Background: an optimization exercise with open tools, aiming at small area and a short achievable clock period. Do not read the settings as production practice.
RTL that was checked went through simulation tests only; none was proved equivalent to the original.
The flow treats the clock pin as an ideal source, which a real chip does not have.
Power figures rest on the tool's default switching activity, not on a simulated workload.

==> inputs of run H <==
## xor128_prng_bank
module xor128_prng_bank
#(
  parameter int unsigned SIZE   = 8,
  parameter int unsigned WARMUP = 16,
  parameter logic [31:0] SEED0  = xor128_prng_bank_pkg::DEF_SEED0,
  parameter logic [31:0] SEED1  = xor128_prng_bank_pkg::DEF_SEED1,
  parameter logic [31:0] SEED2  = xor128_prng_bank_pkg::DEF_SEED2,
  parameter logic [31:0] SEED3  = xor128_prng_bank_pkg::DEF_SEED3
) (
  input  logic                 iClk,
  input  logic                 iRst_n,
  input  logic                 iSeedValid,
  input  logic [127:0]         iSeed,
  output logic [SIZE*32-1:0]   oRand,
  output logic                 oValid,
  input  logic                 iReady,
  output logic                 oBusy
);
  localparam int unsigned CNT_W    = 6;   
  localparam logic [CNT_W-1:0] SEED_END = CNT_W'(4 * SIZE);
  localparam logic [CNT_W-1:0] LAST_CNT = CNT_W'(4 * SIZE + WARMUP - 1);
  localparam logic [31:0] DEF_WORD0 = xor128_prng_bank_pkg::xs_next_word(SEED0, SEED3);
  localparam logic [127:0] DEF_STEP1 = {DEF_WORD0, SEED3, SEED2, SEED1};
  logic             run_q;       
  ...
==> module xor128_prng_bank, before the edit <==
module xor128_prng_bank
#(
  parameter int unsigned SIZE   = 8,
  parameter int unsigned WARMUP = 16,
  parameter logic [31:0] SEED0  = xor128_prng_bank_pkg::DEF_SEED0,
  parameter logic [31:0] SEED1  = xor128_prng_bank_pkg::DEF_SEED1,
  parameter logic [31:0] SEED2  = xor128_prng_bank_pkg::DEF_SEED2,
  parameter logic [31:0] SEED3  = xor128_prng_bank_pkg::DEF_SEED3
) (
  input  logic                 iClk,
  input  logic                 iRst_n,
  input  logic                 iSeedValid,
  input  logic [127:0]         iSeed,
  output logic [SIZE*32-1:0]   oRand,
  output logic                 oValid,
  input  logic                 iReady,
  output logic                 oBusy
);
  localparam int unsigned CNT_W    = 6;   
  localparam logic [CNT_W-1:0] SEED_END = CNT_W'(4 * SIZE);
  localparam logic [CNT_W-1:0] LAST_CNT = CNT_W'(4 * SIZE + WARMUP - 1);
  localparam logic [31:0] DEF_WORD0 = xor128_prng_bank_pkg::xs_next_word(SEED0, SEED3);
  localparam logic [127:0] DEF_STEP1 = {DEF_WORD0, SEED3, SEED2, SEED1};
  logic             run_q;       
  logic             valid_q;     
  logic             busy_q;      
  logic [CNT_W-1:0] cnt_q;       
  logic             dflt_q;      
  logic             seed_end;    
  logic             warm_end;    
  assign seed_end = !run_q && (cnt_q == SEED_END - CNT_W'(1));
  assign warm_end = !run_q && (cnt_q == LAST_CNT);
  always_ff @(posedge iClk or negedge iRst_n) begin : fsm_reg
    if (!iRst_n) begin
      run_q   <= 1'b0;
      valid_q <= 1'b0;
      busy_q  <= 1'b1;
      cnt_q   <= '0;
      dflt_q  <= 1'b1;
    end else if (iSeedValid) begin
      run_q   <= 1'b0;
      valid_q <= 1'b0;
      busy_q  <= 1'b1;
      cnt_q   <= '0;
      dflt_q  <= (iSeed == '0);
    end else begin
      dflt_q <= 1'b0;
      if (!run_q) cnt_q <= cnt_q + CNT_W'(1);
      if (warm_end) begin
        run_q   <= 1'b1;
        valid_q <= 1'b1;
        busy_q  <= 1'b0;
      end
    end
  end
  logic [SIZE-1:0] lane_run_q;
  logic [SIZE-1:0] lane_seeding_q;
  logic [SIZE-1:0] lane_step_en;
  for (genvar k = 0; k < SIZE; k++) begin : g_phase
    always_ff @(posedge iClk or negedge iRst_n) begin : phase_reg
      if (!iRst_n) begin
        lane_run_q[k]     <= 1'b0;
        lane_seeding_q[k] <= 1'b1;
      end else begin
        lane_run_q[k]     <= lane_run_q[k] ^ (lane_run_q[k] ? iSeedValid
                                                            : (warm_end && !iSeedValid));
        lane_seeding_q[k] <= lane_seeding_q[k] ^ (lane_seeding_q[k] ? (seed_end && !iSeedValid)
                                                                    : iSeedValid);
      end
    end
    assign lane_step_en[k] = !lane_run_q[k] || iReady;
  end
  logic step_en;
  assign step_en = lane_step_en[SIZE-1];
  logic [31:0] lx_q, ly_q, lz_q, lw_q;
  always_ff @(posedge iClk) begin : last_lane_reg
    if (iSeedValid) begin
      {lz_q, ly_q, lx_q} <= iSeed[95:0];
    end else if (dflt_q) begin
      {lz_q, ly_q, lx_q} <= DEF_STEP1[95:0];
    end else if (step_en) begin
      lx_q <= ly_q;
      ly_q <= lz_q;
      lz_q <= lw_q;
    end
  end
  logic [31:0] lt, ldelta, lw_d;
  logic        lw_load;
  always_comb begin : last_lane_w
    lt      = lx_q ^ (lx_q << 11);
    ldelta  = (lw_q >> 19) ^ lt ^ (lt >> 8);
    lw_load = iSeedValid || dflt_q;
    if (iSeedValid)  lw_d = iSeed[127:96];
    else if (dflt_q) lw_d = DEF_STEP1[127:96];
    else             lw_d = lw_q ^ (ldelta & {32{step_en}});
  end
  always_ff @(posedge iClk) begin : last_lane_w_reg
    lw_q <= lw_d;
  end
  logic [31:0] chain_x [SIZE];
  assign chain_x[SIZE-1] = lx_q;
  assign oRand[(SIZE-1)*32 +: 32] = lw_q;
  for (genvar k = 0; k < SIZE - 1; k++) begin : g_lane
    logic [31:0] lane_w;
    xor128_lane u_lane (
      .clk      (iClk),
      .step_en  (lane_step_en[k]),
      .seeding  (lane_seeding_q[k]),
      .shift_in (chain_x[k+1]),
      .x_o      (chain_x[k]),
      .w_o      (lane_w)
    );
    assign oRand[k*32 +: 32] = lane_w;
  end
  assign oValid = valid_q;
  assign oBusy  = busy_q;
endmodule
export LEC_CHECK = 0
export CAP_MARGIN = 20
export CORE_MARGIN = 2
export CORE_UTILIZATION = 60
export CTS_CLUSTER_DIAMETER = 100
export CTS_CLUSTER_SIZE = 25
export SLEW_MARGIN = 20
create_clock -name core_clock -period 3.0 [get_ports {iClk}]
standard.sh (not shown) runs the stock make flow with config.mk's settings and CLKGATE_MAP_FILE= SYNTH_SCRIPT=/design/flow/synth_recipe.tcl, a recipe that flattens the netlist after the stock synthesis.
==> flow/flow/run.sh <==
#!/bin/bash
set -euo pipefail
export BUFFER_PORTS_ARGS="-buffer_cell sky130_fd_sc_hd__buf_2"
export POST_CTS_TCL="$(pwd)/flow/post_cts.tcl"
bash standard.sh > standard_flow.log 2>&1
==> flow/flow/post_cts.tcl <==
set block [ord::get_db_block]
set clk_net [[$block findBTerm iClk] getNet]
set port_loads [$clk_net getITerms]
if { [llength $port_loads] == 1 } {
  set root [[lindex $port_loads 0] getInst]
  set master [[$root getMaster] getName]
  set out_net [[$root findITerm X] getNet]
  set sinks {}
  foreach it [$out_net getITerms] {
    if { [$it isInputSignal] } { lappend sinks $it }
  }
  set all_bufs 1
  foreach it $sinks {
    if { ![string match "sky130_fd_sc_hd__clkbuf_*" [[[$it getInst] getMaster] getName]] } {
      set all_bufs 0
    }
  }
  puts "post_cts: root [$root getName] ($master) drives [llength $sinks] pins, all buffers: $all_bufs"
  if { [string match "sky130_fd_sc_hd__clkbuf_*" $master] && [llength $sinks] <= 4 && $all_bufs
       && [llength [$out_net getBTerms]] == 0 } {
    foreach it $sinks {
      $it disconnect
      $it connect $clk_net
    }
    odb::dbInst_destroy $root
    odb::dbNet_destroy $out_net
    puts "post_cts: removed root clock buffer"
    estimate_parasitics -placement
    report_clock_skew
  }
}
==> run F: changes against run H <==
--- a/flow/design.v
+++ b/flow/design.v
@@ -67,27 +67,30 @@
   logic [CNT_W-1:0] cnt_q;       
+  logic             seeding_q;   
   logic             dflt_q;      
-  logic             seed_end;    
-  logic             warm_end;    
-  assign seed_end = !run_q && (cnt_q == SEED_END - CNT_W'(1));
-  assign warm_end = !run_q && (cnt_q == LAST_CNT);
+  logic             step_en;
   always_ff @(posedge iClk or negedge iRst_n) begin : fsm_reg
     if (!iRst_n) begin
-      run_q   <= 1'b0;
-      valid_q <= 1'b0;
-      busy_q  <= 1'b1;
-      cnt_q   <= '0;
-      dflt_q  <= 1'b1;
+      run_q     <= 1'b0;
+      valid_q   <= 1'b0;
+      busy_q    <= 1'b1;
+      cnt_q     <= '0;
+      seeding_q <= 1'b1;
+      dflt_q    <= 1'b1;
     end else if (iSeedValid) begin
-      run_q   <= 1'b0;
-      valid_q <= 1'b0;
-      busy_q  <= 1'b1;
-      cnt_q   <= '0;
-      dflt_q  <= (iSeed == '0);
+      run_q     <= 1'b0;
+      valid_q   <= 1'b0;
+      busy_q    <= 1'b1;
+      cnt_q     <= '0;
+      seeding_q <= 1'b1;
+      dflt_q    <= (iSeed == '0);
     end else begin
       dflt_q <= 1'b0;
-      if (!run_q) cnt_q <= cnt_q + CNT_W'(1);
-      if (warm_end) begin
-        run_q   <= 1'b1;
-        valid_q <= 1'b1;
-        busy_q  <= 1'b0;
+      if (!run_q) begin
+        cnt_q <= cnt_q + CNT_W'(1);
+        if (cnt_q == SEED_END - CNT_W'(1)) seeding_q <= 1'b0;
+        if (cnt_q == LAST_CNT) begin
+          run_q   <= 1'b1;
+          valid_q <= 1'b1;
+          busy_q  <= 1'b0;
+        end
       end
@@ -95,21 +98,3 @@
   end
-  logic [SIZE-1:0] lane_run_q;
-  logic [SIZE-1:0] lane_seeding_q;
-  logic [SIZE-1:0] lane_step_en;
-  for (genvar k = 0; k < SIZE; k++) begin : g_phase
-    always_ff @(posedge iClk or negedge iRst_n) begin : phase_reg
-      if (!iRst_n) begin
-        lane_run_q[k]     <= 1'b0;
-        lane_seeding_q[k] <= 1'b1;
-      end else begin
-        lane_run_q[k]     <= lane_run_q[k] ^ (lane_run_q[k] ? iSeedValid
-                                                            : (warm_end && !iSeedValid));
-        lane_seeding_q[k] <= lane_seeding_q[k] ^ (lane_seeding_q[k] ? (seed_end && !iSeedValid)
-                                                                    : iSeedValid);
-      end
-    end
-    assign lane_step_en[k] = !lane_run_q[k] || iReady;
-  end
-  logic step_en;
-  assign step_en = lane_step_en[SIZE-1];
+  assign step_en = !run_q || iReady;
   logic [31:0] lx_q, ly_q, lz_q, lw_q;
@@ -146,4 +131,4 @@
       .clk      (iClk),
-      .step_en  (lane_step_en[k]),
-      .seeding  (lane_seeding_q[k]),
+      .step_en  (step_en),
+      .seeding  (seeding_q),
       .shift_in (chain_x[k+1]),
==> flow/flow/run.sh (replaced) <==
#!/bin/bash
# Standard ORFS layout, with plain buffers (instead of the resizer's default pick) on the ports.
set -euo pipefail
export BUFFER_PORTS_ARGS="-buffer_cell sky130_fd_sc_hd__buf_2"
bash standard.sh > standard_flow.log 2>&1
CTS_CLUSTER_DIAMETER = unset   (was 100)
CTS_CLUSTER_SIZE = unset   (was 25)
SETUP_SLACK_MARGIN = 1.1   (was unset)
removed: flow/flow/post_cts.tcl
==> run R: changes against run H <==
SETUP_SLACK_MARGIN = 1.3   (was unset)
==> run C: changes against run H <==
--- a/flow/design.v
+++ b/flow/design.v
@@ -65,5 +65,4 @@
   logic             valid_q;     
-  logic             busy_q;      
   logic [CNT_W-1:0] cnt_q;       
-  logic             dflt_q;      
+  logic             own_seed_q;  
   logic             seed_end;    
@@ -74,21 +73,20 @@
     if (!iRst_n) begin
-      run_q   <= 1'b0;
+      run_q      <= 1'b0;
+      cnt_q      <= '0;
+      own_seed_q <= 1'b0;
+    end else if (iSeedValid) begin
+      run_q      <= 1'b0;
+      cnt_q      <= '0;
+      own_seed_q <= (iSeed != '0);
+    end else begin
+      own_seed_q <= 1'b1;
+      if (!run_q) cnt_q <= cnt_q + CNT_W'(1);
+      if (warm_end) run_q <= 1'b1;
+    end
+  end
+  always_ff @(posedge iClk or negedge iRst_n) begin : valid_reg
+    if (!iRst_n) begin
       valid_q <= 1'b0;
-      busy_q  <= 1'b1;
-      cnt_q   <= '0;
-      dflt_q  <= 1'b1;
-    end else if (iSeedValid) begin
-      run_q   <= 1'b0;
-      valid_q <= 1'b0;
-      busy_q  <= 1'b1;
-      cnt_q   <= '0;
-      dflt_q  <= (iSeed == '0);
     end else begin
-      dflt_q <= 1'b0;
-      if (!run_q) cnt_q <= cnt_q + CNT_W'(1);
-      if (warm_end) begin
-        run_q   <= 1'b1;
-        valid_q <= 1'b1;
-        busy_q  <= 1'b0;
-      end
+      valid_q <= valid_q ^ (valid_q ? iSeedValid : (warm_end && !iSeedValid));
     end
@@ -96,3 +94,3 @@
   logic [SIZE-1:0] lane_run_q;
-  logic [SIZE-1:0] lane_seeding_q;
+  logic [SIZE-1:0] lane_seeded_q;    
   logic [SIZE-1:0] lane_step_en;
@@ -102,3 +100,3 @@
         lane_run_q[k]     <= 1'b0;
-        lane_seeding_q[k] <= 1'b1;
+        lane_seeded_q[k]  <= 1'b0;
       end else begin
@@ -106,4 +104,4 @@
                                                             : (warm_end && !iSeedValid));
-        lane_seeding_q[k] <= lane_seeding_q[k] ^ (lane_seeding_q[k] ? (seed_end && !iSeedValid)
-                                                                    : iSeedValid);
+        lane_seeded_q[k]  <= lane_seeded_q[k] ^ (lane_seeded_q[k] ? iSeedValid
+                                                                  : (seed_end && !iSeedValid));
       end
@@ -118,3 +116,3 @@
       {lz_q, ly_q, lx_q} <= iSeed[95:0];
-    end else if (dflt_q) begin
+    end else if (!own_seed_q) begin
       {lz_q, ly_q, lx_q} <= DEF_STEP1[95:0];
@@ -127,3 +125,2 @@
   logic [31:0] lt, ldelta, lw_d;
-  logic        lw_load;
   always_comb begin : last_lane_w
@@ -131,5 +128,4 @@
     ldelta  = (lw_q >> 19) ^ lt ^ (lt >> 8);
-    lw_load = iSeedValid || dflt_q;
     if (iSeedValid)  lw_d = iSeed[127:96];
-    else if (dflt_q) lw_d = DEF_STEP1[127:96];
+    else if (!own_seed_q) lw_d = DEF_STEP1[127:96];
     else             lw_d = lw_q ^ (ldelta & {32{step_en}});
@@ -147,3 +143,3 @@
       .step_en  (lane_step_en[k]),
-      .seeding  (lane_seeding_q[k]),
+      .seeding  (!lane_seeded_q[k]),
       .shift_in (chain_x[k+1]),
@@ -155,3 +151,3 @@
   assign oValid = valid_q;
-  assign oBusy  = busy_q;
+  assign oBusy  = !valid_q;
 endmodule
--- a/flow/flow/run.sh
+++ b/flow/flow/run.sh
@@ -4,2 +4,3 @@
 export POST_CTS_TCL="$(pwd)/flow/post_cts.tcl"
+export FLOW_POST_CTS_MARGIN=1.45
 bash standard.sh > standard_flow.log 2>&1
--- a/flow/flow/post_cts.tcl
+++ b/flow/flow/post_cts.tcl
@@ -31 +31,11 @@
 }
+
+if { [info exists ::env(FLOW_POST_CTS_MARGIN)] } {
+  report_worst_slack
+  repair_timing -setup -setup_margin $::env(FLOW_POST_CTS_MARGIN) -repair_tns 100 -verbose
+  detailed_placement
+  check_placement -verbose
+  estimate_parasitics -placement
+  report_worst_slack
+  report_design_area
+}
==> qor summary <==
Outcome: run F complete, no violations; run C complete, no violations; run H complete, no violations; run R complete, no violations
Data-path buffer share of cell area in the final layout: run F 0.0587; run C 0.110; run H 0.0553; run R 0.126
Share of cell area taken by multi-input logic gates: run F 0.251; run C 0.241; run H 0.268; run R 0.248
Simple-gate portion of the synthesized area: run F 0.0925; run C 0.0751; run H 0.0962; run R 0.0962
Fraction of synthesized cell area in xor and xnor cells: run F 0.127; run C 0.128; run H 0.127; run R 0.127
Average vias per placed instance: run F 6.00; run C 5.82; run H 5.81; run R 5.76
Total length of routed wires: run F 107 mm; run C 106 mm; run H 103 mm; run R 112 mm
Power dissipated in the clock network: run F 0.0134 W; run C 0.00741 W; run H 0.00741 W; run R 0.00747 W
Critical path depth: run F 1; run C 4; run H 2; run R 5
Share of the clock period used by the worst path after layout: run F 0.631; run C 0.555; run H 0.650; run R 0.582
CTS Sinks: run F 1,035; run C 1,048; run H 1,048; run R 1,048
Placed instance count: run F 4,057; run C 4,184; run H 4,259; run R 4,261
Clock network fraction of total power: run F 0.364; run C 0.226; run H 0.239; run R 0.229
Complex-gate fraction of the synthesized area: run F 0.0571; run C 0.0772; run H 0.0564; run R 0.0564
Die boundary height: run F 266 um; run C 266 um; run H 268 um; run R 268 um
Mux contribution to synthesized area: run F 0.0158; run C 0.000243; run H 0.0169; run R 0.0169
Fraction of met1 tracks used by global routing: run F 0.404; run C 0.407; run H 0.378; run R 0.396
Slowest stage delay, CP: run F 550 ps; run C 480 ps; run H 740 ps; run R 760 ps
Post-synth design cell area: run F 41,200 um^2; run C 41,200 um^2; run H 42,000 um^2; run R 42,000 um^2
Met2 global-route usage: run F 0.495; run C 0.501; run H 0.476; run R 0.521
Final instance area: run F 48,300 um^2; run C 49,700 um^2; run H 46,600 um^2; run R 51,400 um^2
Only the layout flow was run in run F; the RTL was not checked for function there.

[separate check: timing with driven ports]
The results above use ideal ports. As a check the final layouts listed here were re-extracted and re-timed, cells and wires unchanged.
Step 1: set_driving_cell puts a clkbuf_16 on iClk and a buf_2 on each other input, an assumption about the parent block.
Step 2 also shifts input and output timing later by t, the mid clock arrival at the registers, as if the neighbouring blocks saw the same clock.
Slacks: ideal ports / drivers / drivers and shift; pairs: ideal ports / drivers.
run	t, ns	slack for setup (ns)	worst hold slack (ns)
run H	0.566	1.051 / 1.051 / 0.598	0.408 / 0.316 / 0.408
run F	0.712	1.106 / 1.040 / 0.677	0.181 / 0.137 / 0.401
run R	0.565	1.255 / 1.156 / 0.804	0.387 / 0.280 / 0.414
run C	0.569	1.335 / 1.239 / 0.938	0.377 / 0.268 / 0.418
After both steps setup and hold are still met in every run listed. The setup slack of run H, which loses most, moves by 0.000 ns with the drivers and by -0.453 ns with both steps.
